Background: an optimization exercise with open tools, aiming at small area and a short achievable clock period. Do not read the settings as production practice.
Function was checked by simulation only, so behaviour that the tests miss may differ from the original.
Power figures rest on the tool's default switching activity, not on a simulated workload. No driver is modelled on the clock port, so clocking that relies on it looks cheaper here than on a real chip.

==> v21 <==
## data_bus
module data_bus #(
  parameter int RAM_WORDS = 64,
  parameter int DEBOUNCE  = 4
) (
  input  logic        clk,
  input  logic        reset,
  input  logic        memwrite,
  input  logic [31:0] addr,
  input  logic [31:0] writedata,
  output logic [31:0] readdata,
  input  logic [4:0]  SW,
  output logic [6:0]  gled,
  output logic [6:0]  gled2,
  output logic [6:0]  gled3,
  output logic [6:0]  gled4
);
export LEC_CHECK = 0
export CAP_MARGIN = 5
export CORE_MARGIN = 2
export CORE_UTILIZATION = 55
export PLACE_DENSITY = 0.75
export SETUP_SLACK_MARGIN = 1.8
export SLEW_MARGIN = 5
create_clock -name core_clock -period 7.0 [get_ports {clk}]
standard.sh (not shown) runs the stock make flow with config.mk's settings and CLKGATE_MAP_FILE= SYNTH_SCRIPT=/design/flow/synth_recipe.tcl, a recipe that flattens the netlist after the stock synthesis.
==> flow/flow/run.sh <==
#!/bin/bash
# Own flow: the standard layout (standard.sh) with these changes:
#  - synthesis reads flow/impl.v, the RTL with its address decode and load path written as
#    explicit standard cells (made by gen/make_impl.py; same registers, same function);
#  - the rest of the logic is mapped with an area-oriented ABC script (flow/abc_area.script);
#    registers, their names and cell types are as in the standard synthesis;
#  - ports are buffered with buf_4 rather than a delay cell;
#  - clock tree synthesis uses larger sink clusters of clkbuf_16 without dummy loads.
# Each tool's output is kept in a log file in this folder.
set -euo pipefail
WORK=$(pwd)
export MY_WORK=$WORK
export MY_ABC_SCRIPT=$WORK/flow/abc_area.script
export CTS_ARGS="-sink_clustering_enable -repair_clock_nets -sink_clustering_size 25 -sink_clustering_max_diameter 100 -buf_list sky130_fd_sc_hd__clkbuf_16 -dont_use_dummy_load"
export BUFFER_PORTS_ARGS="-buffer_cell sky130_fd_sc_hd__buf_4"
sed -e "s#SYNTH_SCRIPT=[^ ]*#SYNTH_SCRIPT=$WORK/flow/my_synth.tcl VERILOG_FILES=$WORK/flow/impl.v#" standard.sh > my_standard.sh
grep -q "my_synth.tcl" my_standard.sh
bash my_standard.sh > flow_make.log 2>&1
for f in orfs/logs/*/data_bus/base/*.log; do cp "$f" "log_$(basename "$f")"; done
test -f out/final.def
Other scripts of this flow, unchanged in this note and not shown: flow/flow/abc_area.script, flow/flow/impl.v, flow/flow/my_synth.tcl
==> v18 (differences from v21) <==
--- a/flow/flow/run.sh
+++ b/flow/flow/run.sh
@@ -7,2 +7,4 @@
 #  - ports are buffered with buf_4 rather than a delay cell;
+#  - the RAM array (flip-flops and the load path's first two levels) is pre-placed in a
+#    regular word-per-row arrangement before global placement (flow/place_array.tcl);
 #  - clock tree synthesis uses larger sink clusters of clkbuf_16 without dummy loads.
@@ -14,2 +16,4 @@
 export CTS_ARGS="-sink_clustering_enable -repair_clock_nets -sink_clustering_size 25 -sink_clustering_max_diameter 100 -buf_list sky130_fd_sc_hd__clkbuf_16 -dont_use_dummy_load"
+export PRE_GLOBAL_PLACE_SKIP_IO_TCL=$WORK/flow/place_array.tcl
+export POST_GLOBAL_PLACE_TCL=$WORK/flow/unfix_array.tcl
 export BUFFER_PORTS_ARGS="-buffer_cell sky130_fd_sc_hd__buf_4"
==> flow/flow/place_array.tcl (new file) <==
# Pre-places the RAM array before global placement: one placement row per RAM word with its
# 32 flip-flops in bit order. The gaps the tap cells leave between flip-flop pairs hold the
# load path's first two levels: for words 3g..3g+2 (L1 group g), the AOI222 of bits 2p, 2p+1
# sit after flip-flop pair p in rows 3g and 3g+1, and the NANDs of the second level sit in the
# third row of their groups. Cells are put on legal sites (no overlap with tap cells) and are
# FIRM during global placement; unfix_array.tcl releases them afterwards.
set block [ord::get_db_block]
set rows [lsort -command {apply {{a b} {expr {[lindex [$a getOrigin] 1] - [lindex [$b getOrigin] 1]}}}} [$block getRows]]
set site_w [[[lindex $rows 0] getSite] getWidth]

array set occ {}
foreach inst [$block getInsts] {
  if {[$inst getPlacementStatus] in {NONE UNPLACED}} continue
  set l [$inst getLocation]
  lappend occ([lindex $l 1]) [list [lindex $l 0] [expr {[lindex $l 0] + [[$inst getMaster] getWidth]}]]
}

proc free_x {y x w} {
  global occ
  if {![info exists occ($y)]} { return $x }
  set moved 1
  while {$moved} {
    set moved 0
    foreach iv $occ($y) {
      lassign $iv a b
      if {$x < $b && $x + $w > $a} { set x $b; set moved 1 }
    }
  }
  return $x
}

# place inst in row at the first legal x at or after x; returns the x after it
proc put {inst row x} {
  global occ site_w
  set o [$row getOrigin]
  set y [lindex $o 1]
  set x0 [lindex $o 0]
  set x [expr {$x0 + (($x - $x0 + $site_w - 1) / $site_w) * $site_w}]
  set w [[$inst getMaster] getWidth]
  set x [free_x $y $x $w]
  if {$x + $w > $x0 + [$row getSiteCount] * $site_w} { error "array placement: row [$row getName] full" }
  $inst setOrient [$row getOrient]
  $inst setLocation $x $y
  $inst setPlacementStatus FIRM
  lappend occ($y) [list $x [expr {$x + $w}]]
  return [expr {$x + $w}]
}

set flop [dict create]
set l1 [dict create]
set l2 [dict create]
foreach inst [$block getInsts] {
  set nm [string map {\\ ""} [$inst getName]]
  if {[regexp {^r_ram\[(\d+)\]\[(\d+)\]} $nm -> w b]} { dict set flop $w,$b $inst
  } elseif {[regexp {^g_rd\[(\d+)\]\.g_l1\[(\d+)\]\.u$} $nm -> b g]} { dict set l1 $g,$b $inst
  } elseif {[regexp {^g_rd\[(\d+)\]\.u_l1_21$} $nm -> b]} { dict set l1 21,$b $inst
  } elseif {[regexp {^g_rd\[(\d+)\]\.g_l2\[(\d+)\]\.u$} $nm -> b q]} { dict set l2 $q,$b $inst
  } elseif {[regexp {^g_rd\[(\d+)\]\.u_l2_(\d+)$} $nm -> b q]} { dict set l2 $q,$b $inst }
}
puts "place_array: [dict size $flop] flops, [dict size $l1] L1, [dict size $l2] L2 cells"

# L1 group g -> L2 index: groups 0-3, 4-7, 8-11, 12-15, 16-18, 19-21
proc l2_of {g} { if {$g < 16} { return [expr {$g / 4}] } elseif {$g < 19} { return 4 } else { return 5 } }
# the row (word) that holds L2 gate q: the third word of its second L1 group
set l2word {5 17 29 41 50 62}

set row0 [expr {[info exists ::env(ARRAY_ROW0)] ? $::env(ARRAY_ROW0) : 0}]
set xa [[$block getCoreArea] xMin]
for {set i 0} {$i < 64} {incr i} {
  set row [lindex $rows [expr {$row0 + $i}]]
  set g [expr {$i / 3}]
  set cur $xa
  for {set p 0} {$p < 16} {incr p} {
    set cur [put [dict get $flop $i,[expr {2 * $p}]] $row $cur]
    set cur [put [dict get $flop $i,[expr {2 * $p + 1}]] $row $cur]
    # gap cell after flip-flop pair p
    set gap ""
    if {$i % 3 == 0} {
      set gap [dict get $l1 $g,[expr {2 * $p}]]
    } elseif {$i % 3 == 1} {
      set gap [dict get $l1 $g,[expr {2 * $p + 1}]]
    }
    if {$gap ne ""} { set cur [put $gap $row $cur] }
    if {$i == 63} { set cur [put [dict get $l1 $g,[expr {2 * $p + 1}]] $row $cur] }
    set q [lsearch $l2word $i]
    if {$q >= 0} {
      set cur [put [dict get $l2 $q,[expr {2 * $p}]] $row $cur]
      set cur [put [dict get $l2 $q,[expr {2 * $p + 1}]] $row $cur]
    }
  }
}
puts "place_array: done"
==> flow/flow/unfix_array.tcl (new file) <==
# Releases the pre-placed RAM array cells after global placement, so that the later steps
# (resizing, detailed placement) may adjust them like any other cell.
set n 0
foreach inst [[ord::get_db_block] getInsts] {
  if {[$inst getPlacementStatus] eq "FIRM"} { $inst setPlacementStatus PLACED; incr n }
}
puts "unfix_array: released $n cells"
--- a/flow/config.mk
+++ b/flow/config.mk
@@ -8,6 +8,5 @@
 export CAP_MARGIN = 5
-export CORE_MARGIN = 2
-export CORE_UTILIZATION = 55
-export PLACE_DENSITY = 0.75
-export SETUP_SLACK_MARGIN = 1.8
+export CORE_AREA = 2.3 2.72 457.24 296.48
+export DIE_AREA = 0 0 460 300
+export SETUP_SLACK_MARGIN = 2.5
 export SLEW_MARGIN = 5
==> v12 (differences from v21) <==
--- a/flow/flow/run.sh
+++ b/flow/flow/run.sh
@@ -6,3 +6,3 @@
 #    registers, their names and cell types are as in the standard synthesis;
-#  - ports are buffered with buf_4 rather than a delay cell;
+#  - ports are buffered with buf_2 rather than a delay cell;
 #  - clock tree synthesis uses larger sink clusters of clkbuf_16 without dummy loads.
@@ -13,4 +13,4 @@
 export MY_ABC_SCRIPT=$WORK/flow/abc_area.script
-export CTS_ARGS="-sink_clustering_enable -repair_clock_nets -sink_clustering_size 25 -sink_clustering_max_diameter 100 -buf_list sky130_fd_sc_hd__clkbuf_16 -dont_use_dummy_load"
-export BUFFER_PORTS_ARGS="-buffer_cell sky130_fd_sc_hd__buf_4"
+export CTS_ARGS="-sink_clustering_enable -repair_clock_nets -sink_clustering_size 30 -sink_clustering_max_diameter 120 -buf_list sky130_fd_sc_hd__clkbuf_16 -dont_use_dummy_load"
+export BUFFER_PORTS_ARGS="-buffer_cell sky130_fd_sc_hd__buf_2"
 sed -e "s#SYNTH_SCRIPT=[^ ]*#SYNTH_SCRIPT=$WORK/flow/my_synth.tcl VERILOG_FILES=$WORK/flow/impl.v#" standard.sh > my_standard.sh
--- a/flow/config.mk
+++ b/flow/config.mk
@@ -10,4 +10,3 @@
 export CORE_UTILIZATION = 55
-export PLACE_DENSITY = 0.75
-export SETUP_SLACK_MARGIN = 1.8
+export SETUP_SLACK_MARGIN = 2.5
 export SLEW_MARGIN = 5
==> v23 (differences from v21) <==
--- a/flow/flow/run.sh
+++ b/flow/flow/run.sh
@@ -7,3 +7,4 @@
 #  - ports are buffered with buf_4 rather than a delay cell;
-#  - clock tree synthesis uses larger sink clusters of clkbuf_16 without dummy loads.
+#  - clock tree synthesis uses larger sink clusters of clkbuf_16 without dummy loads, and
+#    timing is repaired once, after global routing, rather than also after clock tree synthesis.
 # Each tool's output is kept in a log file in this folder.
@@ -15,2 +16,3 @@
 export BUFFER_PORTS_ARGS="-buffer_cell sky130_fd_sc_hd__buf_4"
+export SKIP_CTS_REPAIR_TIMING=1
 sed -e "s#SYNTH_SCRIPT=[^ ]*#SYNTH_SCRIPT=$WORK/flow/my_synth.tcl VERILOG_FILES=$WORK/flow/impl.v#" standard.sh > my_standard.sh
--- a/flow/config.mk
+++ b/flow/config.mk
@@ -9,4 +9,3 @@
 export CORE_MARGIN = 2
-export CORE_UTILIZATION = 55
-export PLACE_DENSITY = 0.75
+export CORE_UTILIZATION = 59
 export SETUP_SLACK_MARGIN = 1.8
==> notes <==
- v18 never finished: it broke off in global placement without I/O (3_1_place_gp_skip_io). v21 finished clean. v23 passed the timing, DRC and antenna checks. v12 finished with capacitance limit, slew limit left.
- Between v21 and v23, the lower power is in v21 (gap 0.35%, measured against v23).
- Between v12 and v23, the lower maximum frequency is in v12 (gap about 0.45%, measured against v23).
- In flip-flop and latch count, v23 and v12 do not differ.
- Against v12, the combinational power of v21 is smaller by about 3.7%.
- Wire length, highest first: v23, v12, v21.
- In v12 the clock-buffer cell count is lower than in v23, by 15.
==> figures <==
	v21	v18	v23	v12
Starting density of the core	55.3%	58.6%	59.5%	55.3%
Crit path time final	5310 ps	-	5290 ps	5320 ps
Unrepaired setup endpoints after global routing	yes	-	yes	yes
Outcome	timing/DRC/antenna clean	aborted with a tool error	timing/DRC/antenna clean	finished with violations
Last stage reached	-	global placement without I/O (3_1_place_gp_skip_io)	-	-
Reasons for failing layout checks	-	-	-	capacitance limit, slew limit
M1 wire length	78900 um	-	91500 um	92200 um
Combined area of the multi-input logic cells	15700 sq um	-	15700 sq um	15800 sq um
Data required, critical path	5600 ps	-	5600 ps	5600 ps
Core box area	141000 sq um	-	132000 sq um	141000 sq um
Total DRC errors in the routed layout	0	-	0	0
R2r startpoint	r_timer[0]$_SDFF_PN0_	-	r_timer[0]$_SDFF_PN0_	r_timer[2]$_SDFF_PN0_
Leakage power total	26.7 nW	-	26.7 nW	27.3 nW
Non-clk invs	117	-	117	118
Number of antenna violations at the first check in global routing	6	-	10	4

## static timing again, ports no longer ideal
Ports are ideal in the flow. The routed layouts listed here were re-timed in OpenROAD. Step 1, drivers: a clkbuf_16 drives clk and a buf_2 each remaining input, both assumed. Step 2, shift: input delay + t, output delay - t, t = (earliest + latest rising clock arrival at the registers) / 2. This alone moves slack from input paths to output paths. a / b / c = ideal / step 1 / step 2; a / b = the first two.
run | t, ns | setup WS [ns] | cell pins on the clock port's net
v21 | 0.798 | 1.691 / 1.487 / 1.487 | 1
v12 | 0.808 | 1.682 / 1.539 / 1.539 | 1
v23 | 0.802 | 1.706 / 1.456 / 1.456 | 1
The setup slack of v23, which loses most, moves by -0.250 ns with the drivers and by -0.250 ns with both steps.
